Context: an optimization exercise on an open-source flow, tuned for small area, a short achievable clock period and few clock cycles. The choices shown serve that exercise and are no tape-out recipe.
Only simulation tests tie the RTL to the original design; equivalence was not proved.
Power figures rest on the tool's default switching activity, not on a simulated workload.

==> design/flow/design.v <==
`default_nettype none
package flow_reasm_pkg;
    typedef struct packed {
        logic [3-1:0]  flow;
        logic [16-1:0]   seq;
        logic [8-1:0]   len;
        logic [8-1:0]   pkt_id;
    } seg_t;
    typedef struct packed {
        logic [16-1:0]   exp_seq;
        logic [4-1:0]  head;
        logic                   list_valid;
    } flow_entry_t;
    typedef struct packed {
        logic [16-1:0]   seq;
        logic [8-1:0]   len;
        logic [8-1:0]   pkt_id;
        logic [4-1:0]  next;
        logic                   last;
    } node_t;
    typedef enum logic [1:0] {
        REL_IN_ORDER,
        REL_REORDERED,
        REL_DROP
    } rel_kind_t;
    typedef struct packed {
        logic [8-1:0]   pkt_id;
        rel_kind_t              kind;
    } rel_t;
endpackage
`default_nettype wire
`default_nettype none
module flow_reassembly (
    input  logic                  clk,
    input  logic                  rst,
    input  logic                  seg_valid,
    input  flow_reasm_pkg::seg_t  seg,
    output logic                  ready,
    input  logic                  out_almost_full,
    output logic                  rel_valid,
    output flow_reasm_pkg::rel_t  rel
);
localparam int NF = 8;
localparam int NN = 16;
localparam int FW = 3;
localparam int NW = 4;
localparam int SW = 16;
localparam int LW = 8;
localparam int PW = 8;
function automatic logic [1:0] cmp16(input logic [SW-1:0] a, input logic [SW-1:0] b);
    logic [15:0] l0, e0;
    logic [7:0]  l1, e1;
    logic [3:0]  l2, e2;
    logic [1:0]  l3, e3;
    l0 = ~a & b;
    e0 = ~(a ^ b);
    for (int i = 0; i < 8; i++) begin
        l1[i] = l0[2*i+1] | (e0[2*i+1] & l0[2*i]);
        e1[i] = e0[2*i+1] & e0[2*i];
    end
    for (int i = 0; i < 4; i++) begin
        l2[i] = l1[2*i+1] | (e1[2*i+1] & l1[2*i]);
        e2[i] = e1[2*i+1] & e1[2*i];
    end
    for (int i = 0; i < 2; i++) begin
        l3[i] = l2[2*i+1] | (e2[2*i+1] & l2[2*i]);
        e3[i] = e2[2*i+1] & e2[2*i];
    end
    cmp16 = {l3[1] | (e3[1] & l3[0]), e3[1] & e3[0]};
endfunction
function automatic logic [SW-1:0] add16(input logic [SW-1:0] a, input logic [LW-1:0] b);
    logic [SW-1:0] g, p, gg, pp, c;
    g  = a & {8'b0, b};
    p  = a ^ {8'b0, b};
    gg = g;
    pp = p;
    for (int d = 1; d < SW; d = d * 2) begin
        for (int i = SW - 1; i >= d; i--) begin
            gg[i] = gg[i] | (pp[i] & gg[i-d]);
            pp[i] = pp[i] & pp[i-d];
        end
    end
    c = {gg[SW-2:0], 1'b0};
    add16 = p ^ c;
endfunction
logic          hv;
logic [FW-1:0] h_flow;
logic [SW-1:0] h_seq;
logic [SW-1:0] h_end;
logic          h_c8;      
logic [PW-1:0] h_pkt;
logic [1:0]    hc;        
logic [NN-1:0] h_lt;      
logic [NN-1:0] h_qe;      
logic [NN-1:0] fm_h;      
logic          dup;       
logic          g_has;     
logic [SW-1:0] exp_seq [NF];
logic [NN-1:0] pv;
logic [FW-1:0] pf [NN];
logic [SW-1:0] ps [NN];
logic [7:0]    pel [NN];  
logic [NN-1:0] pec;       
logic [PW-1:0] pp [NN];
logic [NW-1:0] pr [NN];
logic [NN-1:0] rz, ro;    
logic          ch_act;
logic [FW-1:0] ch_f;
logic [NN-1:0] cm;
logic          ch_wait;   
localparam int PD = 2;
logic [PW+1:0] pq [PD];
logic          p_rd, p_wr;
logic [1:0]    p_cnt;
logic [SW-1:0] hd_end;    
logic          h_eq, h_gt;
logic          full;
logic [NN-1:0] alloc;
logic [NW-1:0] new_rank;
assign h_gt = hc[1];
assign h_eq = hc[0];
assign full = &pv;
logic [NN-1:0] below;
logic [1:0]    pc1 [8];
logic [2:0]    pc2 [4];
logic [3:0]    pc3 [2];
assign below = fm_h & h_lt;
always_comb begin
    for (int k = 0; k < 8; k++) pc1[k] = {1'b0, below[2*k]} + {1'b0, below[2*k+1]};
    for (int k = 0; k < 4; k++) pc2[k] = {1'b0, pc1[2*k]} + {1'b0, pc1[2*k+1]};
    for (int k = 0; k < 2; k++) pc3[k] = {1'b0, pc2[2*k]} + {1'b0, pc2[2*k+1]};
    new_rank = pc3[0] + pc3[1];
end
logic below_one;
always_comb begin
    logic [7:0] a1, m1;
    logic [3:0] a2, m2;
    logic [1:0] a3, m3;
    for (int k = 0; k < 8; k++) begin
        a1[k] = below[2*k] | below[2*k+1];
        m1[k] = below[2*k] & below[2*k+1];
    end
    for (int k = 0; k < 4; k++) begin
        a2[k] = a1[2*k] | a1[2*k+1];
        m2[k] = m1[2*k] | m1[2*k+1] | (a1[2*k] & a1[2*k+1]);
    end
    for (int k = 0; k < 2; k++) begin
        a3[k] = a2[2*k] | a2[2*k+1];
        m3[k] = m2[2*k] | m2[2*k+1] | (a2[2*k] & a2[2*k+1]);
    end
    below_one = (a3[0] | a3[1]) & !(m3[0] | m3[1] | (a3[0] & a3[1]));
end
always_comb begin
    alloc = '0;
    for (int j = NN - 1; j >= 0; j--) begin
        if (!pv[j]) begin
            alloc    = '0;
            alloc[j] = 1'b1;
        end
    end
end
logic [NN-1:0] r0, r1;
logic [SW-1:0] m_seq, n_seq;
logic [7:0]    m_elo, n_elo;
logic          m_ec, n_ec;
logic [PW-1:0] m_pkt;
logic          n_any, m_any;
always_comb begin
    m_seq = '0;
    m_elo = '0;
    n_elo = '0;
    m_ec  = 1'b0;
    n_ec  = 1'b0;
    m_pkt = '0;
    n_seq = '0;
    for (int j = 0; j < NN; j++) begin
        r0[j]   = (ch_act ? cm[j] : fm_h[j]) && rz[j];
        r1[j]   = cm[j] && ro[j];
        m_seq   = m_seq | (ps[j] & {SW{r0[j]}});
        m_elo   = m_elo | (pel[j] & {8{r0[j]}});
        n_elo   = n_elo | (pel[j] & {8{r1[j]}});
        m_ec    = m_ec | (pec[j] & r0[j]);
        n_ec    = n_ec | (pec[j] & r1[j]);
        m_pkt   = m_pkt | (pp[j] & {PW{r0[j]}});
        n_seq   = n_seq | (ps[j] & {SW{r1[j]}});
    end
end
assign m_any = |r0;
assign n_any = |r1;
logic [SW-1:0] e_f;
logic [1:0]    mc, nc_end, nc_e, sc;
logic          m_eq;
logic [SW-1:0] e_ch;
logic          ch_go;
logic          ch_cont;
logic          start_ch;
assign e_f      = exp_seq[ch_f];
assign mc       = cmp16(m_seq, e_f);
assign m_eq     = mc[0];
assign e_ch     = m_eq ? hd_end : e_f;
assign nc_end   = cmp16(hd_end, n_seq);
assign nc_e     = cmp16(e_f, n_seq);
logic          p_empty, p_full, waiting, running;
assign p_empty  = (p_cnt == 2'd0);
assign p_full   = (p_cnt == 2'(PD));
assign waiting  = ch_act && ch_wait && !p_empty;
assign running  = ch_act && !waiting;
assign ch_go    = running && !out_almost_full;
assign ch_cont  = n_any && (m_eq ? !nc_end[1] : !nc_e[1]);
assign sc       = cmp16(h_end, m_seq);
assign start_ch = m_any && !sc[1];
logic h_hold;
logic pop, ins, h_rel, direct, push, p_pop, h_in, start;
assign h_hold = h_gt && !dup;
assign p_pop  = !p_empty && (!ch_act || waiting);
always_comb begin
    ins   = 1'b0;
    h_rel = 1'b0;
    if (hv) begin
        if (!ch_act) begin
            ins   = h_hold && !full;
            h_rel = !ins;
        end
        else if (h_flow != ch_f) begin
            if (h_hold) ins   = !full;
            else        h_rel = running && !p_full && !(h_eq && g_has);
        end
    end
end
assign pop    = ins || h_rel;
assign direct = h_rel && !ch_act && p_empty;
assign push   = h_rel && !direct;
assign h_in   = h_rel && h_eq;
assign start  = !ch_act && h_in && start_ch;
assign ready  = !out_almost_full && (!hv || pop);
logic          take;
logic [SW-1:0] e_sel;
logic [1:0]    c_h;
logic [NN-1:0] lt_nx, qe_nx;
logic [NN-1:0] fm_nx;
assign take  = seg_valid && ready;
assign e_sel = exp_seq[seg.flow];
assign c_h   = cmp16(h_seq, seg.seq);
logic [1:0]    c_es, c_hs, c_cs_end, c_cs_e, c_ch_end, c_ch_e;
assign c_es     = cmp16(e_sel, seg.seq);
assign c_hs     = cmp16(h_end, seg.seq);
assign c_cs_end = cmp16(hd_end, seg.seq);
assign c_cs_e   = cmp16(e_f, seg.seq);
assign c_ch_end = cmp16(hd_end, h_seq);
assign c_ch_e   = cmp16(e_f, h_seq);
always_comb begin
    for (int j = 0; j < NN; j++) begin
        logic [1:0] c;
        c = cmp16(ps[j], seg.seq);
        lt_nx[j] = (ins && alloc[j]) ? c_h[1] : c[1];
        qe_nx[j] = (ins && alloc[j]) ? c_h[0] : c[0];
        if (ins && alloc[j])
            fm_nx[j] = take ? (h_flow == seg.flow) : 1'b1;
        else if (pv[j] && !(ch_go && r0[j]))
            fm_nx[j] = take ? (pf[j] == seg.flow) : (pf[j] == h_flow);
        else
            fm_nx[j] = 1'b0;
    end
end
always_ff @(posedge clk) begin
    if (rst) begin
        hv        <= 1'b0;
        fm_h      <= '0;
        dup       <= 1'b0;
        g_has     <= 1'b0;
        ch_act    <= 1'b0;
        ch_wait   <= 1'b0;
        p_rd      <= '0;
        p_wr      <= '0;
        p_cnt     <= '0;
        rel_valid <= 1'b0;
        pv        <= '0;
        for (int f = 0; f < NF; f++) exp_seq[f] <= '0;
    end
    else begin
        if (take)     hv <= 1'b1;
        else if (pop) hv <= 1'b0;
        rel_valid <= ch_go || p_pop || direct;
        if (ch_act) begin
            if (ch_go) ch_act <= ch_cont;
            ch_wait <= waiting;
        end
        else begin
            ch_act  <= start;
            ch_wait <= push;
        end
        if (p_pop) p_rd <= !p_rd;
        if (push)  p_wr <= !p_wr;
        p_cnt <= p_cnt + 2'(push) - 2'(p_pop);
        for (int f = 0; f < NF; f++) begin
            if (ch_go && ch_f == FW'(f))         exp_seq[f] <= e_ch;
            else if (h_in && h_flow == FW'(f))   exp_seq[f] <= h_end;
        end
        fm_h  <= fm_nx;
        dup   <= |(fm_nx & (take ? qe_nx : h_qe));
        g_has <= |fm_nx;
        for (int j = 0; j < NN; j++) begin
            if (ch_go && r0[j])       pv[j] <= 1'b0;
            else if (ins && alloc[j]) pv[j] <= 1'b1;
        end
    end
end
always_ff @(posedge clk) begin
    if (take) begin
        h_flow <= seg.flow;
        h_seq  <= seg.seq;
        h_end  <= add16(seg.seq, seg.len);
        h_c8   <= ({1'b0, seg.seq[7:0]} + {1'b0, seg.len}) > 9'd255;
        h_pkt  <= seg.pkt_id;
        h_lt   <= lt_nx;
        h_qe   <= qe_nx;
        if (ch_go && ch_f == seg.flow)       hc <= m_eq ? c_cs_end : c_cs_e;
        else if (h_in && h_flow == seg.flow) hc <= c_hs;
        else                                 hc <= c_es;
    end
    else if (ch_go && ch_f == h_flow) begin
        hc <= m_eq ? c_ch_end : c_ch_e;
    end
    if (!ch_act) begin
        ch_f   <= h_flow;
        cm     <= fm_h;
        hd_end <= {m_seq[15:8] + 8'(m_ec), m_elo};
    end
    else if (ch_go) begin
        cm     <= cm & ~r0;
        hd_end <= {n_seq[15:8] + 8'(n_ec), n_elo};
    end
    if (push) pq[p_wr] <= {h_pkt, h_eq ? flow_reasm_pkg::REL_IN_ORDER : flow_reasm_pkg::REL_DROP};
    if (running) begin
        rel.pkt_id <= m_pkt;
        rel.kind   <= m_eq ? flow_reasm_pkg::REL_REORDERED : flow_reasm_pkg::REL_DROP;
    end
    else if (!p_empty) begin
        rel <= pq[p_rd];
    end
    else begin
        rel.pkt_id <= h_pkt;
        rel.kind   <= h_eq ? flow_reasm_pkg::REL_IN_ORDER : flow_reasm_pkg::REL_DROP;
    end
    for (int j = 0; j < NN; j++) begin
        if (ins && alloc[j]) begin
            pf[j] <= h_flow;
            ps[j] <= h_seq;
            pel[j] <= h_end[7:0];
            pec[j] <= h_c8;
            pp[j] <= h_pkt;
            pr[j] <= new_rank;
            rz[j] <= !(|below);
            ro[j] <= below_one;
        end
        else if (ch_go && cm[j]) begin
            pr[j] <= pr[j] - NW'(1);
            rz[j] <= ro[j];
            ro[j] <= (pr[j] == NW'(2));
        end
        else if (ins && fm_h[j] && !h_lt[j]) begin
            pr[j] <= pr[j] + NW'(1);
            rz[j] <= 1'b0;
            ro[j] <= rz[j];
        end
    end
end
endmodule
`default_nettype wire
==> design/flow/run.sh <==
#!/bin/bash
# synth_recipe.tcl (not shown) runs the flow's synth.tcl, then flattens the netlist and writes it again
# the make line also repeats each setting of config.mk as NAME=value (left out here)
make -C /OpenROAD-flow-scripts/flow DESIGN_CONFIG=/design/flow/config.mk WORK_HOME=/design/flow/orfs CLKGATE_MAP_FILE= SYNTH_SCRIPT=/design/flow/synth_recipe.tcl finish
==> design/flow/config.mk <==
export PLATFORM = sky130hd
export DESIGN_NAME = flow_reassembly
export DESIGN_NICKNAME = flow_reassembly
export VERILOG_FILES = /design/flow/design.v
export SDC_FILE = /design/flow/constraint.sdc
export NUM_CORES = 4
export LEC_CHECK = 0
export ABC_CLOCK_PERIOD_IN_PS = 4000
export CAP_MARGIN = 20
export CORE_MARGIN = 2
export CORE_UTILIZATION = 40
export SETUP_SLACK_MARGIN = 2.5
export SLEW_MARGIN = 20
==> design/flow/constraint.sdc <==
create_clock -name core_clock -period 7.0 [get_ports {clk}]
set_input_delay 1.4000 -clock core_clock [delete_from_list [all_inputs] [get_ports {clk}]]
set_output_delay 1.4000 -clock core_clock [all_outputs]
set_load 0.01 [all_outputs]
==> results of run 1 <==
## power breakdown
part	switching, mW	internal [mW]	leakage (nW)
combinational	0.712	0.385	15.2
sequential	0.0907	6.37	8.79
clock	2.69	3.53	1.87
total	3.49	10.3	25.8
## layout make-up
class                   count  area (sq um)
diodes                     10          25.0
clock buffers             130          3000
clock inverters            75           877
fillers                 13200         77700
inverters                 446          1690
multi-input cells        3642         27400
flip-flops and latches    984         27600
well taps                1903          2380
repair buffers            278          2340
## flip-flops by register name, summed over array words and instances (netlist names), 18 cells and up, named ones only
name	count
exp_seq	128
pel	128
pf	48
pp	128
pq	18
pr	64
ps	256
## synth_stat cells, drive strengths merged (64+ instances only)
cell | number | area share, %
a211oi | 283 | 4.1
and3 | 141 | 1.5
ha | 466 | 10
nand3 | 149 | 1.3
o21ai | 152 | 1.4
nor2 | 337 | 2.2
a22o | 72 | 1.1
clkbuf | 249 | 1.6
nand4 | 163 | 1.8
a221oi | 83 | 1.3
dfxtp | 197 | 6.9
edfxtp | 787 | 41
a21o | 189 | 2.5
a22oi | 218 | 2.9
xnor2 | 95 | 1.4
inv | 426 | 2.8
nand2 | 264 | 1.7
a21oi | 254 | 2.2
nor3 | 64 | 0.56
## stage by stage
step | instance area (sq um) | hold slack [ns] | power [mW] | std cells
after floorplan | 57500 | 0.435 | 7.13 | 5380
after global placement | 60800 | 0.434 | 7.61 | 7224
after detailed placement | 60800 | 0.442 | 7.63 | 7225
after CTS | 65000 | 0.456 | 13.8 | 7447
after global routing | 65200 | 0.470 | 14.1 | 7459
final | 65200 | 0.453 | 13.8 | 7468
## cell usage in the layout, fill, tap and decap left out, types with 50 or more instances in the layout
| master | count |
|---|---|
| sky130_fd_sc_hd__a211oi_1 | 235 |
| sky130_fd_sc_hd__a21o_1 | 189 |
| sky130_fd_sc_hd__a21oi_1 | 249 |
| sky130_fd_sc_hd__a221oi_1 | 83 |
| sky130_fd_sc_hd__a22o_1 | 72 |
| sky130_fd_sc_hd__a22oi_1 | 218 |
| sky130_fd_sc_hd__and3_1 | 141 |
| sky130_fd_sc_hd__buf_4 | 216 |
| sky130_fd_sc_hd__clkbuf_16 | 114 |
| sky130_fd_sc_hd__dfxtp_1 | 195 |
| sky130_fd_sc_hd__edfxtp_1 | 787 |
| sky130_fd_sc_hd__ha_1 | 466 |
| sky130_fd_sc_hd__inv_1 | 420 |
| sky130_fd_sc_hd__mux2i_1 | 63 |
| sky130_fd_sc_hd__nand2_1 | 260 |
| sky130_fd_sc_hd__nand3_1 | 146 |
| sky130_fd_sc_hd__nand4_1 | 163 |
| sky130_fd_sc_hd__nor2_1 | 325 |
| sky130_fd_sc_hd__nor2b_1 | 50 |
| sky130_fd_sc_hd__nor3_1 | 53 |
| sky130_fd_sc_hd__o21ai_0 | 144 |
| sky130_fd_sc_hd__xnor2_1 | 94 |
## worst reg2reg max path: cells and delay by family (launching register included)
kind,cells,cell delay [ns]
AOI/OAI and AO/OA,2,0.77
xor gates and xnor gates,1,0.31
buffers and inverters,1,0.19
DFF,1,0.39
muxes,2,1.00
and+or+nand+nor,5,1.71
## cell families (layout without fill, tap and decap cells)
family	after synthesis	after routing	share of synthesized area, %
compound gates	1515	1515	19.2
other cells	0	10	0
flops	984	984	48.0
buf+inv	754	929	5.06
simple gates	1376	1376	12.1
fa+ha+maj	493	493	11.1
mux	116	116	2.36
xor+xnor	142	142	2.17
## routing by layer
layer	GRT usage (%)	share of wire [%]	vias to the layer above
li1	-	-	20700
met1	45.2	39	24700
met2	51.1	42	3614
met3	9.98	12	884
met4	20.8	7.0	5
met5	0	0.037	-
## what timing repair did
item                                    in CTS  in global routing
resized for setup                           31                 41
pin swaps                                   11                  4
setup buffers                               17                 10
endpoints found under the setup margin     174                162
## final timing paths
path	start	to	slack, ns	cells past startpoint
worst max-delay path	ch_act$_SDFF_PP0_	exp_seq[1][8]$_SDFFE_PP0P_	2.49	11
worst min register to register	h_seq[1]$_DFFE_PP_	ps[1][1]$_DFFE_PP_	0.45	0
worst max register to register	ch_act$_SDFF_PP0_	exp_seq[1][8]$_SDFFE_PP0P_	2.49	11
worst min-delay path	h_seq[1]$_DFFE_PP_	ps[1][1]$_DFFE_PP_	0.45	0
==> metrics.yaml, run 1 <==
outcome: "timing/DRC/antenna clean"
detail_route.drc_violations: 0
aggregate_routed_wire_length_microns: 261000
fraction_of_layout_instances_using_a_drive_strength_above_1_pct: 11.2
yosys_warnings: 10
core_area_sq_um: 143000
post-route-period-util_pct: 64.5
chipHeight_microns: 383
timing_hold_violations_final: 0
synthesis.area_sq_um: 57400
dr.pass1.iters: 9
core.rowCount: 139
final-max-slew-violation-count: 0
max_freq_mhz: 222
clkTransAtPathRegs_ns: 0.07
grt_antenna_before_repair: 11
detailedPlace.worstSlack_ns: 1.27
clk-insertion-delay-late_ns: 0.82
portBuffers: 50
clock_skew_ns: 0.111
worst_ir_drop_vdd_v: 0.000248
max_cap_viol_count: 0
p_per_area_nw_per_um2: 211
timing.critical_path.required_ns: 7.63
standard_cell_with_the_maximum_stage_delay_on_the_critical_path: "sky130_fd_sc_hd__a2111oi_4"
cts_tree: "built"
timing.setup.critical_path_class: "flop to flop"
number_of_endpoints_failing_setup_at_the_final_stage: 0
total_leakage_power_nw: 25.8
synth_enable_flop_cells: 787
cts_root_buffer: "sky130_fd_sc_hd__clkbuf_16"
cts_htree_levels: 3
crit_path_cell_trace: "buf_12 -> mux2_2 -> and2_2 -> a2111oi_4 -> nand4_1 -> xnor2_1 -> nor4_2 -> and4_1 -> nand2_8 -> mux2_4 -> a211oi_2"
grt_residual_overflow: 0
synth_ff_type: "sky130_fd_sc_hd__edfxtp_1"
dp.final_hpwl_microns: 182000
global_route.usage.total_pct: 34.7
vias_cell: 6.68
final_net_count: 5995
tightest_slew_ns: 1.31
syn_nets: 5912
num_vias: 49900
cts_inserted_buffers: 111
timing.critical_path.slowest_cell_delay_ns: 0.53
critical_path.max_fanout: 23
area_delta_synth_final_pct: 13.6
clockBufferDepth: 3
gp_routability_congestion: 1.08
first_iter_violations: 7644
post_syn_instances: 5380
post_synth_num_cell_types: 85
grt_setup_unrepaired: "yes"
pin_count_of_the_biggest_net_entering_global_routing: 68
cts_hold_buf: 0
setup.worst_path.start_class: "flop"
final_standard_cell_utilization_of_the_core_pct: 45.6
initial_utilization_pct: 40.2
slew-limit-headroom_pct: 12.4
critical_path.endpoint_type: "flop"
numClockSinks: 984
layout_min_cycle_time_ns: 4.51
setup_slack_ns: 2.49
synth-async-reset-ratio_pct: 0
path_buf_inv: 1
ys_seq_elements: 984
yosysSeqAreaShare_pct: 48.0
die_w_microns: 383
via_count_of_the_first_global_routing_pass: 47300
worst-endpoint-arrival_ns: 5.14
route.antenna.remaining_nets: 0
ioPinCount: 51
post_synth.cell_area_avg_sq_um: 10.7
tns_ns: 0
kind_of_cell_adding_the_most_delay_to_the_critical_path: "simple AND/OR/NAND/NOR gates"
grt_first_pass_wirelength_microns: 362000
die_area_sq_um: 147000
post_drt_wl_per_cell_microns: 34.9
hold_path_class: "flop to flop"
Testbench counts, summed over its fixed seeds: cycles 19,600.
==> inputs of run 2 (changes only) <==
--- a/design/flow/design.v
+++ b/design/flow/design.v
@@ -114,12 +114,11 @@
 logic [1:0]    p_cnt;
 logic [SW-1:0] hd_end;    
 logic          h_eq, h_gt;
-logic          full;
+logic          full;      
 logic [NN-1:0] alloc;
 logic [NW-1:0] new_rank;
 assign h_gt = hc[1];
 assign h_eq = hc[0];
-assign full = &pv;
 logic [NN-1:0] below;
 logic [1:0]    pc1 [8];
 logic [2:0]    pc2 [4];
@@ -275,6 +274,7 @@
         p_cnt     <= '0;
         rel_valid <= 1'b0;
         pv        <= '0;
+        full      <= 1'b0;
         for (int f = 0; f < NF; f++) exp_seq[f] <= '0;
     end
     else begin
@@ -303,6 +303,7 @@
             if (ch_go && r0[j])       pv[j] <= 1'b0;
             else if (ins && alloc[j]) pv[j] <= 1'b1;
         end
+        full <= ch_go ? 1'b0 : (full || (ins && (pv | alloc) == '1));
     end
 end
 always_ff @(posedge clk) begin
--- a/design/flow/config.mk
+++ b/design/flow/config.mk
@@ -9,5 +9,7 @@
 export CAP_MARGIN = 20
 export CORE_MARGIN = 2
 export CORE_UTILIZATION = 40
+export CTS_CLUSTER_DIAMETER = 100
+export CTS_CLUSTER_SIZE = 20
 export SETUP_SLACK_MARGIN = 2.5
 export SLEW_MARGIN = 20
==> metrics.yaml, run 2 <==
grt_residual_overflow: 0  # unchanged
clock_skew_ns: 0.107  # -0.00400 ns
r2r.worst_path.cells: 13  # +2
dr.pass1.iters: 6  # -3
post-synth-top-area-cell: "sky130_fd_sc_hd__edfxtp_1"
core_area_sq_um: 142000  # -0.96%
critical_path.max_fanout: 24  # +4.3%
die_area_sq_um: 146000  # -0.56%
worstHoldPathCells: 2  # +2
dp.final_hpwl_microns: 185000  # +1.7%
synth-async-reset-ratio_pct: 0  # unchanged
fraction_of_layout_instances_using_a_drive_strength_above_1_pct: 10.0  # -1.2 points
num_vias: 48900  # -1.9%
slew-limit-headroom_pct: 8.79  # -3.6 points
clk-insertion-delay-late_ns: 0.78  # -0.04 ns
synth_ff_type: "sky130_fd_sc_hd__edfxtp_1"
internal-power_mw: 8.47  # -18%
worst_ir_drop_vdd_v: 0.000241  # -2.9%
tightest_slew_ns: 1.35  # +0.0400 ns
post_syn_instances: 5295  # -1.6%
tns_ns: 0  # unchanged
critical_path.endpoint_type: "flop"
max_flop_register: "ps"
worst-endpoint-arrival_ns: 5.12  # -0.02 ns
yosys.cell_count.top_type: "sky130_fd_sc_hd__edfxtp_1"
yosys_warnings: 10  # unchanged
numClockSinks: 985  # +0.10%
via_count_of_the_first_global_routing_pass: 45700  # -3.4%
netSwitchingFraction_pct: 26.3  # +0.92 points
sequentialPowerShare_pct: 56.1  # +9.2 points
yosysSeqAreaShare_pct: 48.3  # +0.31 points
clock_power_share_pct: 34.4  # -11 points
ys_top_cells_by_area: "sky130_fd_sc_hd__edfxtp_1, sky130_fd_sc_hd__ha_1, sky130_fd_sc_hd__dfxtp_1"
aggregate_routed_wire_length_microns: 270000  # +3.5%
layout_min_cycle_time_ns: 4.49  # -0.0209 ns
layout_common_cells: "sky130_fd_sc_hd__edfxtp_1, sky130_fd_sc_hd__ha_1, sky130_fd_sc_hd__inv_1, sky130_fd_sc_hd__nand2_1, sky130_fd_sc_hd__a21oi_1"
chipHeight_microns: 382  # -0.28%
final_net_count: 5942  # -0.88%
largest_register_ff_count: 256  # unchanged
clockBufferDepth: 3  # unchanged
gp_routability_congestion: 1.06  # -2.6%
synth_enable_flop_cells: 787  # unchanged
synthDominantCellAreaShare_pct: 41.4  # +0.24 points
first_iter_violations: 7795  # +2.0%
route.antenna.remaining_nets: 0  # unchanged
cts_htree_levels: 2  # -1
max_cap_viol_count: 0  # unchanged
grt_antenna_before_repair: 25  # +14
post_synth_num_cell_types: 87  # +2.4%
total_leakage_power_nw: 24.7  # -4.3%
share_comb_of_total_power_pct: 9.5  # +1.5 points
timing.setup.critical_path_class: "flop to flop"
number_of_endpoints_failing_setup_at_the_final_stage: 0  # unchanged
post_drt_wl_per_cell_microns: 36.7  # +5.2%
cts_tree: "built"
final.fill_count: 13300  # +0.51%
p_per_area_nw_per_um2: 181  # -14%
timing.critical_path.required_ns: 7.63  # about the same
hold_path_class: "flop to flop"
detail_route.drc_violations: 0  # unchanged
die_w_microns: 382  # -0.28%
portBuffers: 50  # unchanged
cts_hold_buf: 0  # unchanged
post-route-period-util_pct: 64.2  # -0.30 points
ioPinCount: 51  # unchanged
max_freq_mhz: 223  # +0.46%
grt_setup_unrepaired: "no"
synth_commonest_cells: "sky130_fd_sc_hd__edfxtp_1, sky130_fd_sc_hd__ha_1, sky130_fd_sc_hd__inv_1, sky130_fd_sc_hd__nand2_1, sky130_fd_sc_hd__a21oi_1"
core.rowCount: 138  # -0.72%
most_common_library_cell_in_the_layout_ignoring_fill_and_taps: "sky130_fd_sc_hd__edfxtp_1"
final-max-slew-violation-count: 0  # unchanged
timing_hold_violations_final: 0  # unchanged
pin_count_of_the_biggest_net_entering_global_routing: 112  # +65%
power.switching_mw: 3.02  # -14%
final_standard_cell_utilization_of_the_core_pct: 44.9  # -0.75 points
outcome: "timing/DRC/antenna clean"
grt_first_pass_wirelength_microns: 368000  # +1.9%
setup.worst_path.start_class: "flop"
cts_root_buffer: "sky130_fd_sc_hd__clkbuf_16"
syn_nets: 5827  # -1.4%
cts_inserted_buffers: 60  # -46%
synthesis.area_sq_um: 57100  # -0.57%
ys_seq_elements: 985  # +0.10%
area_delta_synth_final_pct: 11.3
vias_cell: 6.66  # -0.39%
global_route.usage.total_pct: 35.9  # +1.2 points
post_synth.cell_area_avg_sq_um: 10.8  # +1.0%
clkTransAtPathRegs_ns: 0.10  # +0.03 ns
initial_utilization_pct: 40.3  # +0.16 points
[run 2: repair_timing]
action                                 4_1_cts  5_1_grt
gates resized for setup                     18       42
setup endpoints to repair                  219      199
endpoints found under the hold margin        0        0
pin swaps                                   11       15
cloned                                       1        2
setup buffers                               39       44
[run 2: path summary, 6_finish.rpt]
check | from | end | slack (ns)
hold / removal | h_qe[5]$_DFF_P_ | h_qe[5]$_DFF_P_ | 0.48
setup reg to reg | cm[7]$_DFFE_PP_ | ch_act$_SDFF_PP0_ | 2.51
hold reg to reg | h_qe[5]$_DFF_P_ | h_qe[5]$_DFF_P_ | 0.48
setup / recovery | cm[7]$_DFFE_PP_ | ch_act$_SDFF_PP0_ | 2.51
[run 2: layout make-up]
type / count / area [sq um] / share of cell area, %
inverters: 451 / 1710 / 2.70
clock buffers: 91 / 1640 / 2.58
diodes: 7 / 17.5 / 0.0276
clock inverters: 16 / 255 / 0.402
multi-input cells: 3567 / 27000 / 42.5
well taps: 1890 / 2360 / 3.72
repair buffers: 345 / 2950 / 4.64
flip-flops and latches: 985 / 27600 / 43.4
[run 2: kinds of logic (layout without fill, tap and decap cells)]
family	count (synthesis)	after routing	synth area share, %
flip-flops	985	985	48.3
adder cells (fa/ha/maj)	494	494	11.2
other	0	7	0
multiplexers	225	225	4.80
buffers and inverters	744	903	5.12
AND/OR/NAND/NOR	1254	1255	10.6
XOR/XNOR	151	151	2.32
AO/OA/AOI/OAI	1442	1442	17.7
[run 2: layer usage]
metal | global-route usage, % | wire (microns)
met1 | 46.3 | 103000
met2 | 52.5 | 113000
met3 | 10.3 | 32500
met4 | 23.1 | 21700
met5 | 0 | 165
[run 2: worst max-delay path, stage by stage (launching register included)]
cell	delay, ns
sky130_fd_sc_hd__edfxtp_1	0.55
sky130_fd_sc_hd__and2_1	0.44
sky130_fd_sc_hd__buf_4	0.46
sky130_fd_sc_hd__a22oi_1	0.27
sky130_fd_sc_hd__nand3_1	0.09
sky130_fd_sc_hd__nor2_1	0.52
sky130_fd_sc_hd__inv_1	0.27
sky130_fd_sc_hd__ha_1	0.39
sky130_fd_sc_hd__nand4_1	0.15
sky130_fd_sc_hd__nor2_1	0.07
sky130_fd_sc_hd__a211oi_1	0.27
sky130_fd_sc_hd__o2111ai_1	0.16
sky130_fd_sc_hd__a311o_1	0.42
sky130_fd_sc_hd__a41oi_1	0.25
[run 2: power by group through the flow]
stage	Sequential, mW	Clock (mW)	Combinational [mW]
6_report	6.45	3.95	1.09
5_1_grt	6.46	4.16	1.16
4_1_cts	6.45	3.98	1.05
3_5_place_dp	6.59	0	1.03
3_3_place_gp	6.59	0	1.02
2_1_floorplan	6.57	0	0.558
[run 2: per-stage QoR]
step	instance area (sq um)	instances	power [mW]	hold slack, ns	worst slack, ns
after CTS	62900	7298	11.5	0.480	2.44
final	63600	7352	11.5	0.485	2.51
after floorplan	57100	5295	7.13	0.428	2.54
after detailed placement	60500	7151	7.62	0.457	1.49
after global placement	60500	7151	7.61	0.455	1.46
after global routing	63500	7345	11.8	0.525	2.48
Testbench counts of run 2, summed over its fixed seeds: cycles 19,600.
==> inputs of run 3 (changes only) <==
--- a/design/flow/design.v
+++ b/design/flow/design.v
@@ -103,7 +103,6 @@
 logic [NN-1:0] pec;       
 logic [PW-1:0] pp [NN];
 logic [NW-1:0] pr [NN];
-logic [NN-1:0] rz, ro;    
 logic          ch_act;
 logic [FW-1:0] ch_f;
 logic [NN-1:0] cm;
@@ -130,25 +129,6 @@
     for (int k = 0; k < 2; k++) pc3[k] = {1'b0, pc2[2*k]} + {1'b0, pc2[2*k+1]};
     new_rank = pc3[0] + pc3[1];
 end
-logic below_one;
-always_comb begin
-    logic [7:0] a1, m1;
-    logic [3:0] a2, m2;
-    logic [1:0] a3, m3;
-    for (int k = 0; k < 8; k++) begin
-        a1[k] = below[2*k] | below[2*k+1];
-        m1[k] = below[2*k] & below[2*k+1];
-    end
-    for (int k = 0; k < 4; k++) begin
-        a2[k] = a1[2*k] | a1[2*k+1];
-        m2[k] = m1[2*k] | m1[2*k+1] | (a1[2*k] & a1[2*k+1]);
-    end
-    for (int k = 0; k < 2; k++) begin
-        a3[k] = a2[2*k] | a2[2*k+1];
-        m3[k] = m2[2*k] | m2[2*k+1] | (a2[2*k] & a2[2*k+1]);
-    end
-    below_one = (a3[0] | a3[1]) & !(m3[0] | m3[1] | (a3[0] & a3[1]));
-end
 always_comb begin
     alloc = '0;
     for (int j = NN - 1; j >= 0; j--) begin
@@ -173,8 +153,8 @@
     m_pkt = '0;
     n_seq = '0;
     for (int j = 0; j < NN; j++) begin
-        r0[j]   = (ch_act ? cm[j] : fm_h[j]) && rz[j];
-        r1[j]   = cm[j] && ro[j];
+        r0[j]   = (ch_act ? cm[j] : fm_h[j]) && (pr[j] == NW'(0));
+        r1[j]   = cm[j] && (pr[j] == NW'(1));
         m_seq   = m_seq | (ps[j] & {SW{r0[j]}});
         m_elo   = m_elo | (pel[j] & {8{r0[j]}});
         n_elo   = n_elo | (pel[j] & {8{r1[j]}});
@@ -351,18 +331,12 @@
             pec[j] <= h_c8;
             pp[j] <= h_pkt;
             pr[j] <= new_rank;
-            rz[j] <= !(|below);
-            ro[j] <= below_one;
         end
         else if (ch_go && cm[j]) begin
             pr[j] <= pr[j] - NW'(1);
-            rz[j] <= ro[j];
-            ro[j] <= (pr[j] == NW'(2));
         end
         else if (ins && fm_h[j] && !h_lt[j]) begin
             pr[j] <= pr[j] + NW'(1);
-            rz[j] <= 1'b0;
-            ro[j] <= rz[j];
         end
     end
 end
==> metrics.yaml, run 3 <==
post_syn_instances: 5110  # -3.5%
hold_path_class: "flop to flop"
hp_start: "ch_wait$_SDFF_PP0_"
cts_hold_buf: 0  # unchanged
tns_ns: 0  # unchanged
timing.hold.worst_endpoint: "ch_wait$_SDFF_PP0_"
aggregate_routed_wire_length_microns: 235000  # -13%
timing.critical_path.slowest_cell_delay_ns: 0.93  # +0.38 ns
largest_register_ff_count: 256  # unchanged
critical_path.endpoint_type: "flop"
worst-r2r-setup-slack_ns: 2.48  # -0.03 ns
critical_path.max_fanout: 12  # -50%
grt_residual_overflow: 0  # unchanged
initial_utilization_pct: 40.3  # about the same
kind_of_cell_adding_the_most_delay_to_the_critical_path: "buffers and inverters"
slew-limit-headroom_pct: 26.3  # +18 points
layout_common_cells: "sky130_fd_sc_hd__edfxtp_1, sky130_fd_sc_hd__ha_1, sky130_fd_sc_hd__inv_1, sky130_fd_sc_hd__a21oi_1, sky130_fd_sc_hd__nand2_1"
timing_hold_violations_final: 0  # unchanged
global_route.usage.total_pct: 32.4  # -3.5 points
worst-endpoint-arrival_ns: 5.26  # +0.14 ns
r2r.worst_path.cells: 18  # +5
max_cap_viol_count: 0  # unchanged
die_w_microns: 374  # -2.1%
post_drt_wl_per_cell_microns: 33.5  # -8.8%
clockBufferDepth: 3  # unchanged
vias_cell: 6.72  # +1.0%
path_depth: 11  # -2
most_common_library_cell_in_the_layout_ignoring_fill_and_taps: "sky130_fd_sc_hd__edfxtp_1"
first_iter_violations: 8375  # +7.4%
grt_antenna_before_repair: 9  # -64%
yosys.cell_count.top_type: "sky130_fd_sc_hd__edfxtp_1"
placed_cells_incl_taps: 6861  # -4.1%
ys_top_cells_by_area: "sky130_fd_sc_hd__edfxtp_1, sky130_fd_sc_hd__ha_1, sky130_fd_sc_hd__dfxtp_1"
final_net_count: 5737  # -3.5%
synthesis.area_sq_um: 54700  # -4.2%
cts_root_buffer: "sky130_fd_sc_hd__clkbuf_16"
synth_ff_type: "sky130_fd_sc_hd__edfxtp_1"
via_count_of_the_first_global_routing_pass: 43500  # -4.9%
ioPinCount: 51  # unchanged
synth_enable_flop_cells: 755  # -4.1%
tightest_slew_ns: 1.11  # -0.248 ns
post-synth-top-area-cell: "sky130_fd_sc_hd__edfxtp_1"
dr.pass1.iters: 10  # +4
ys_seq_elements: 953  # -3.2%
area_delta_synth_final_pct: 10.4
p_per_area_nw_per_um2: 210  # +16%
multi_input_gate_area_in_the_final_layout_sq_um: 25900  # -4.1%
timing.setup.critical_path_class: "input port to flop"
outcome: "timing/DRC/antenna clean"
final.fill_count: 12600  # -5.2%
max_freq_mhz: 216  # -2.9%
total_leakage_power_nw: 23.0  # -6.7%
synthDominantCellAreaShare_pct: 41.4  # +0.041 points
worstHoldPathCells: 2  # unchanged
syn_nets: 5656  # -2.9%
grt_first_pass_wirelength_microns: 328000  # -11%
layout_min_cycle_time_ns: 4.63  # +0.133 ns
final-max-slew-violation-count: 0  # unchanged
timing.critical_path.required_ns: 7.64  # about the same
finalNonFillerCells: 7014  # -4.6%
synth_commonest_cells: "sky130_fd_sc_hd__edfxtp_1, sky130_fd_sc_hd__ha_1, sky130_fd_sc_hd__inv_1, sky130_fd_sc_hd__a21oi_1, sky130_fd_sc_hd__nand2_1"
grt_setup_unrepaired: "yes"
cts_tree: "built"
post-route-period-util_pct: 66.1  # +1.9 points
post_synth.cell_area_avg_sq_um: 10.7  # -0.69%
pin_count_of_the_biggest_net_entering_global_routing: 73  # -35%
clock_skew_ns: 0.0588  # -0.0482 ns
core.rowCount: 135  # -2.2%
standard_cell_with_the_maximum_stage_delay_on_the_critical_path: "sky130_fd_sc_hd__nor4_1"
fraction_of_layout_instances_using_a_drive_strength_above_1_pct: 8.89  # -1.2 points
clk-insertion-delay-late_ns: 0.76  # -0.02 ns
num_vias: 47200  # -3.6%
portBuffers: 50  # unchanged
gp_routability_congestion: 1.12  # +6.3%
path_buf_inv: 2  # unchanged
number_of_endpoints_failing_setup_at_the_final_stage: 0  # unchanged
cts_inserted_buffers: 54  # -10%
clkTransAtPathRegs_ns: 0.09  # about the same
detail_route.drc_violations: 0  # unchanged
worst_ir_drop_vdd_v: 0.000251  # +4.2%
worstReg2RegStart: "ch_f[1]$_DFFE_PN_"
setup.worst_path.start_class: "input port"
numClockSinks: 953  # -3.2%
core_area_sq_um: 136000  # -4.2%
chipHeight_microns: 374  # -2.1%
ff_latch_area_sq_um: 26600  # -3.5%
synth-async-reset-ratio_pct: 0  # unchanged
max_flop_register: "ps"
die_area_sq_um: 140000  # -4.1%
route.antenna.remaining_nets: 0  # unchanged
yosysSeqAreaShare_pct: 48.7  # +0.34 points
yosys_warnings: 10  # unchanged
crit_path_cell_trace: "clkdlybuf4s50_1 -> buf_4 -> ha_1 -> nand4_1 -> nor4_1 -> nand2_1 -> o211ai_1 -> o21ai_0 -> o22ai_1 -> a2111oi_0 -> a31oi_1"
post_synth_num_cell_types: 76  # -13%
dp.final_hpwl_microns: 161000  # -13%
cts_htree_levels: 2  # unchanged
worstReg2RegEnd: "hc[1]$_DFFE_PP_"
==> run 3: cell count changes after synthesis, sizes merged, moves of 48 or more <==
cell	before	now
mux2i	191	82
nand2	394	288
a21o	173	105
nand3	97	164
a22oi	209	270
a221oi	156	101
nor2	299	251
==> run 3: worst max path at each step <==
stage,endpoint,slack [ns],start
6_report,dup$_SDFF_PP0_,2.37,seg[28]
3_5_place_dp,exp_seq[6][2]$_SDFFE_PP0P_,1.39,ch_act$_SDFF_PP0_
2_1_floorplan,hc[1]$_DFFE_PP_,2.54,seg[33]
4_1_cts,exp_seq[1][14]$_SDFFE_PP0P_,2.50,pr[0][0]$_DFFE_PP_
5_1_grt,hc[1]$_DFFE_PP_,2.48,ch_f[2]$_DFFE_PN_
3_3_place_gp,exp_seq[6][2]$_SDFFE_PP0P_,1.45,ch_act$_SDFF_PP0_
==> run 3: cell type report <==
cell class,count,share of cell area (%)
Multi-Input combinational cell,3464,42.9
Clock inverter,9,0.211
Tap cell,1781,3.69
Sequential cell,953,44.1
Timing Repair Buffer,266,3.79
Antenna cell,5,0.0207
Clock buffer,84,2.43
Inverter,452,2.84
==> run 3: per-stage QoR <==
stage | power (mW) | area [sq um] | hold WS, ns | util (%) | setup WS [ns]
finish | 12.7 | 60400 | 0.473 | 44.5 | 2.37
global route | 13.1 | 60400 | 0.519 | 44.5 | 2.48
CTS | 12.6 | 59900 | 0.480 | 44.1 | 2.50
detailed placement | 9.08 | 57900 | 0.465 | 42.7 | 1.39
global placement | 9.05 | 57900 | 0.460 | 42.7 | 1.45
floorplan | 8.04 | 54700 | 0.429 | - | 2.54
==> run 3: kinds of logic (layout without fill, tap and decap cells) <==
logic type,after synthesis,after routing,synth area share (%)
multiplexers,127,127,2.78
AO/OA/AOI/OAI,1391,1391,17.6
other,0,5,0
buffers and inverters,694,811,4.85
flip-flops,953,953,48.7
XOR/XNOR,137,137,2.19
AND/OR/NAND/NOR,1301,1302,12.1
adder cells (fa/ha/maj),507,507,11.7
==> run 3: power breakdown <==
part	leakage [nW]	internal (mW)	switching [mW]	total, mW
Combinational	13.8	0.930	1.74	2.67
Sequential	8.52	6.31	0.226	6.54
Clock	0.761	1.47	2.01	3.48
==> run 3: per-layer routing <==
| layer | vias to the layer above | wire length, microns | global-route usage [%] |
|---|---|---|---|
| li1 | 19600 | - | - |
| met1 | 22900 | 89800 | 43.1 |
| met2 | 3744 | 95900 | 46.5 |
| met3 | 979 | 30400 | 9.36 |
| met4 | 10 | 18300 | 19.7 |
| met5 | - | 161 | 0 |
==> run 3: repair_timing <==
action                                  4_1_cts  5_1_grt
resized for setup                            43       53
pin swaps                                     3        5
endpoints found under the setup margin      252      178
buffers inserted                             16       38
cloned                                        0        1
==> run 3: worst min-delay path, stage by stage, from the launching register on <==
cell and delay (ns):
sky130_fd_sc_hd__dfxtp_1 0.32, sky130_fd_sc_hd__nand2_1 0.05, sky130_fd_sc_hd__a211oi_1 0.05
Testbench counts of run 3, summed over its fixed seeds: cycles 19,600.
==> inputs of run 4 (changes only) <==
--- a/design/flow/config.mk
+++ b/design/flow/config.mk
@@ -11,5 +11,5 @@
 export CORE_UTILIZATION = 40
 export CTS_CLUSTER_DIAMETER = 100
 export CTS_CLUSTER_SIZE = 20
-export SETUP_SLACK_MARGIN = 2.5
+export SETUP_SLACK_MARGIN = 2.9
 export SLEW_MARGIN = 20
==> metrics.yaml, run 4 <==
path_buf_inv: 2  # unchanged
grt_setup_unrepaired: "yes"
first_iter_violations: 8770  # +4.7%
tightest_slew_ns: 1.15  # +0.0400 ns
ioPinCount: 51  # unchanged
max_freq_mhz: 239  # +10%
outcome: "timing/DRC/antenna clean"
area_delta_synth_final_pct: 13.6
timing.hold.worst_endpoint: "ch_wait$_SDFF_PP0_"
core_area_sq_um: 136000  # unchanged
initial_utilization_pct: 40.3  # unchanged
finalNonFillerCells: 7127  # +1.6%
synth-async-reset-ratio_pct: 0  # unchanged
via_count_of_the_first_global_routing_pass: 44000  # +1.2%
placed_cells_incl_taps: 6858  # -0.044%
worstHoldPathCells: 2  # unchanged
standard_cell_with_the_maximum_stage_delay_on_the_critical_path: "sky130_fd_sc_hd__a311oi_2"
yosys_warnings: 10  # unchanged
layout_common_cells: "sky130_fd_sc_hd__edfxtp_1, sky130_fd_sc_hd__ha_1, sky130_fd_sc_hd__inv_1, sky130_fd_sc_hd__a21oi_1, sky130_fd_sc_hd__nand2_1"
cts_root_buffer: "sky130_fd_sc_hd__clkbuf_16"
slew-limit-headroom_pct: 23.2  # -3.1 points
grt_first_pass_wirelength_microns: 337000  # +2.6%
clockBufferDepth: 3  # unchanged
timing.critical_path.required_ns: 7.56  # -0.08 ns
worstReg2RegEnd: "ch_act$_SDFF_PP0_"
setup.worst_path.start_class: "flop"
synth_enable_flop_cells: 755  # unchanged
synth_commonest_cells: "sky130_fd_sc_hd__edfxtp_1, sky130_fd_sc_hd__ha_1, sky130_fd_sc_hd__inv_1, sky130_fd_sc_hd__a21oi_1, sky130_fd_sc_hd__nand2_1"
worst_ir_drop_vdd_v: 0.000205  # -18%
syn_nets: 5656  # unchanged
post_drt_wl_per_cell_microns: 34.4  # +2.9%
clk-insertion-delay-late_ns: 0.74  # -0.02 ns
largest_register_ff_count: 256  # unchanged
numClockSinks: 953  # unchanged
synth_ff_type: "sky130_fd_sc_hd__edfxtp_1"
post-route-period-util_pct: 59.8  # -6.3 points
post_synth.cell_area_avg_sq_um: 10.7  # unchanged
p_per_area_nw_per_um2: 210  # about the same
timing_hold_violations_final: 0  # unchanged
final-max-slew-violation-count: 0  # unchanged
tns_ns: 0  # unchanged
post-synth-top-area-cell: "sky130_fd_sc_hd__edfxtp_1"
portBuffers: 50  # unchanged
r2r.worst_path.cells: 14  # -4
synthDominantCellAreaShare_pct: 41.4  # unchanged
detail_route.drc_violations: 0  # unchanged
num_vias: 47800  # +1.4%
post_synth_num_cell_types: 76  # unchanged
core.rowCount: 135  # unchanged
cts_htree_levels: 2  # unchanged
route.antenna.remaining_nets: 0  # unchanged
chipHeight_microns: 374  # unchanged
die_area_sq_um: 140000  # unchanged
global_route.usage.total_pct: 33.5  # +1.0 points
critical_path.endpoint_type: "flop"
clkTransAtPathRegs_ns: 0.10  # about the same
yosys.cell_count.top_type: "sky130_fd_sc_hd__edfxtp_1"
worstReg2RegStart: "pr[8][0]$_DFFE_PP_"
timing.setup.critical_path_class: "flop to flop"
grt_residual_overflow: 0  # unchanged
clock_skew_ns: 0.0269  # -0.0319 ns
yosysSeqAreaShare_pct: 48.7  # unchanged
ys_seq_elements: 953  # unchanged
max_flop_register: "ps"
final_net_count: 5851  # +2.0%
aggregate_routed_wire_length_microns: 245000  # +4.5%
grt_antenna_before_repair: 8  # -1
post_syn_instances: 5110  # unchanged
gp_routability_congestion: 1.05  # -6.4%
ys_top_cells_by_area: "sky130_fd_sc_hd__edfxtp_1, sky130_fd_sc_hd__ha_1, sky130_fd_sc_hd__dfxtp_1"
timing.critical_path.slowest_cell_delay_ns: 0.53  # -0.40 ns
fraction_of_layout_instances_using_a_drive_strength_above_1_pct: 12.8  # +3.9 points
final.fill_count: 12500  # -0.65%
hold_path_class: "flop to flop"
hp_start: "ch_wait$_SDFF_PP0_"
synthesis.area_sq_um: 54700  # unchanged
layout_min_cycle_time_ns: 4.19  # -0.439 ns
worst-r2r-setup-slack_ns: 2.81  # +0.33 ns
max_cap_viol_count: 0  # unchanged
crit_path_cell_trace: "buf_4 -> ha_1 -> nand2_1 -> nor3_2 -> buf_4 -> a22o_1 -> a221oi_1 -> and3_1 -> nand4_1 -> ha_1 -> nand4_1 -> a311oi_2 -> o41a_1 -> o22ai_2"
dr.pass1.iters: 9  # -1
cts_inserted_buffers: 55  # +1.9%
critical_path.max_fanout: 26  # +14
cts_hold_buf: 0  # unchanged
dp.final_hpwl_microns: 164000  # +1.6%
vias_cell: 6.71  # -0.17%
worst-endpoint-arrival_ns: 4.75  # -0.51 ns
total_leakage_power_nw: 23.9  # +3.7%
pin_count_of_the_biggest_net_entering_global_routing: 83  # +14%
most_common_library_cell_in_the_layout_ignoring_fill_and_taps: "sky130_fd_sc_hd__edfxtp_1"
kind_of_cell_adding_the_most_delay_to_the_critical_path: "compound AO/OA/AOI/OAI gates"
number_of_endpoints_failing_setup_at_the_final_stage: 0  # unchanged
die_w_microns: 374  # unchanged
cts_tree: "built"
## run 4: cell counts after synthesis
Identical to the previous run, type by type.
## run 4: cells by family after synthesis
kind of cell,after synthesis,share of synthesized area (%)
xor+xnor,137,2.19
flops,953,48.7
fa+ha+maj,507,11.7
compound gates,1391,17.6
buf+inv,694,4.85
simple gates,1301,12.1
mux,127,2.78
## run 4: cell type report
type                       count  area [sq um]  share of cell area [%]
antenna                        3          7.51                  0.0121
tap                         1781          2230                    3.58
clock buffer                  84          1500                    2.41
clock inverter                11           135                   0.217
sequential                   953         26700                    42.9
inverter                     452          1730                    2.78
timing repair buffer         376          3470                    5.58
multi-input combinational   3467         26400                    42.5
## run 4: per-layer routing
layer	vias up	global-route usage, %	share of wire (%)
met3	936	8.69	13
li1	19800	-	-
met4	10	18.7	7.2
met2	3826	48.1	41
met1	23300	45.6	39
met5	-	0	0.027
## run 4: power breakdown
group	total [mW]	internal, mW	switching [mW]
combinational	2.95	1.07	1.88
clock	3.58	1.50	2.07
sequential	6.53	6.31	0.216
total	13.1	8.89	4.17
## run 4: timing repair
action	4_1_cts	5_1_grt
setup buffers	82	80
endpoints found under the setup margin	384	210
pin swaps	17	28
resized for setup	143	133
cloned	3	6
## run 4: how the worst max path moves through the flow
stage | startpoint | end | slack, ns | cells after the start
CTS | h_lt[15]$_DFFE_PP_ | pr[6][3]$_DFFE_PP_ | 2.89 | 14
global route | pr[0][1]$_DFFE_PP_ | ch_act$_SDFF_PP0_ | 2.74 | 20
global placement | pr[3][0]$_DFFE_PP_ | exp_seq[1][14]$_SDFFE_PP0P_ | 1.31 | 15
detailed placement | pr[3][0]$_DFFE_PP_ | exp_seq[1][14]$_SDFFE_PP0P_ | 1.19 | 15
finish | pr[8][0]$_DFFE_PP_ | ch_act$_SDFF_PP0_ | 2.81 | 14
floorplan | h_flow[2]$_DFFE_PP_ | dup$_SDFF_PP0_ | 2.89 | 12
## run 4: worst min-delay path, delay by kind of cell (launching register included)
kind	cells	cell delay (ns)
and+or+nand+nor	1	0.06
AOI/OAI and AO/OA	1	0.05
DFF	1	0.33
## run 4: metrics by stage
step | setup WS [ns] | utilization (%) | area (sq um) | hold WS [ns] | total power, mW
2_1_floorplan | 2.89 | - | 54800 | 0.429 | 8.04
3_3_place_gp | 1.31 | 42.7 | 57900 | 0.457 | 9.09
3_5_place_dp | 1.19 | 42.7 | 57900 | 0.464 | 9.11
4_1_cts | 2.89 | 44.9 | 61000 | 0.486 | 12.8
5_1_grt | 2.74 | 45.8 | 62200 | 0.510 | 13.4
6_report | 2.81 | 45.8 | 62200 | 0.485 | 13.1

==> afterwards: timing with drivers on the ports <==
No port has a modelled driver above. Below, the same layouts with a new extraction and two added sets of constraints.
Step 1 assumes that a clkbuf_16 drives the clock port and a buf_2 every other input.
Step 2 also shifts input and output timing later by t, the mid clock arrival at the registers, as if the neighbouring blocks saw the same clock.
a / b / c = ideal / step 1 / step 2; a / b = the first two.
| run | t, ns | setup WS [ns] | worst hold slack (ns) | slew at the worst register clock pin (ns) |
|---|---|---|---|---|
| run 1 | 0.847 | 2.487 / 2.487 / 1.708 | 0.453 / 0.453 / 0.453 | 0.08 / 0.08 |
| run 2 | 0.812 | 2.508 / 2.508 / 1.823 | 0.485 / 0.485 / 0.485 | 0.10 / 0.10 |
| run 3 | 0.808 | 2.374 / 2.428 / 1.620 | 0.473 / 0.473 / 0.473 | 0.10 / 0.10 |
| run 4 | 0.808 | 2.813 / 2.813 / 2.134 | 0.485 / 0.485 / 0.485 | 0.10 / 0.10 |
After both steps setup and hold are still met in every run listed. The setup slack of run 1, which loses most, moves by 0.000 ns with the drivers and by -0.779 ns with both steps.
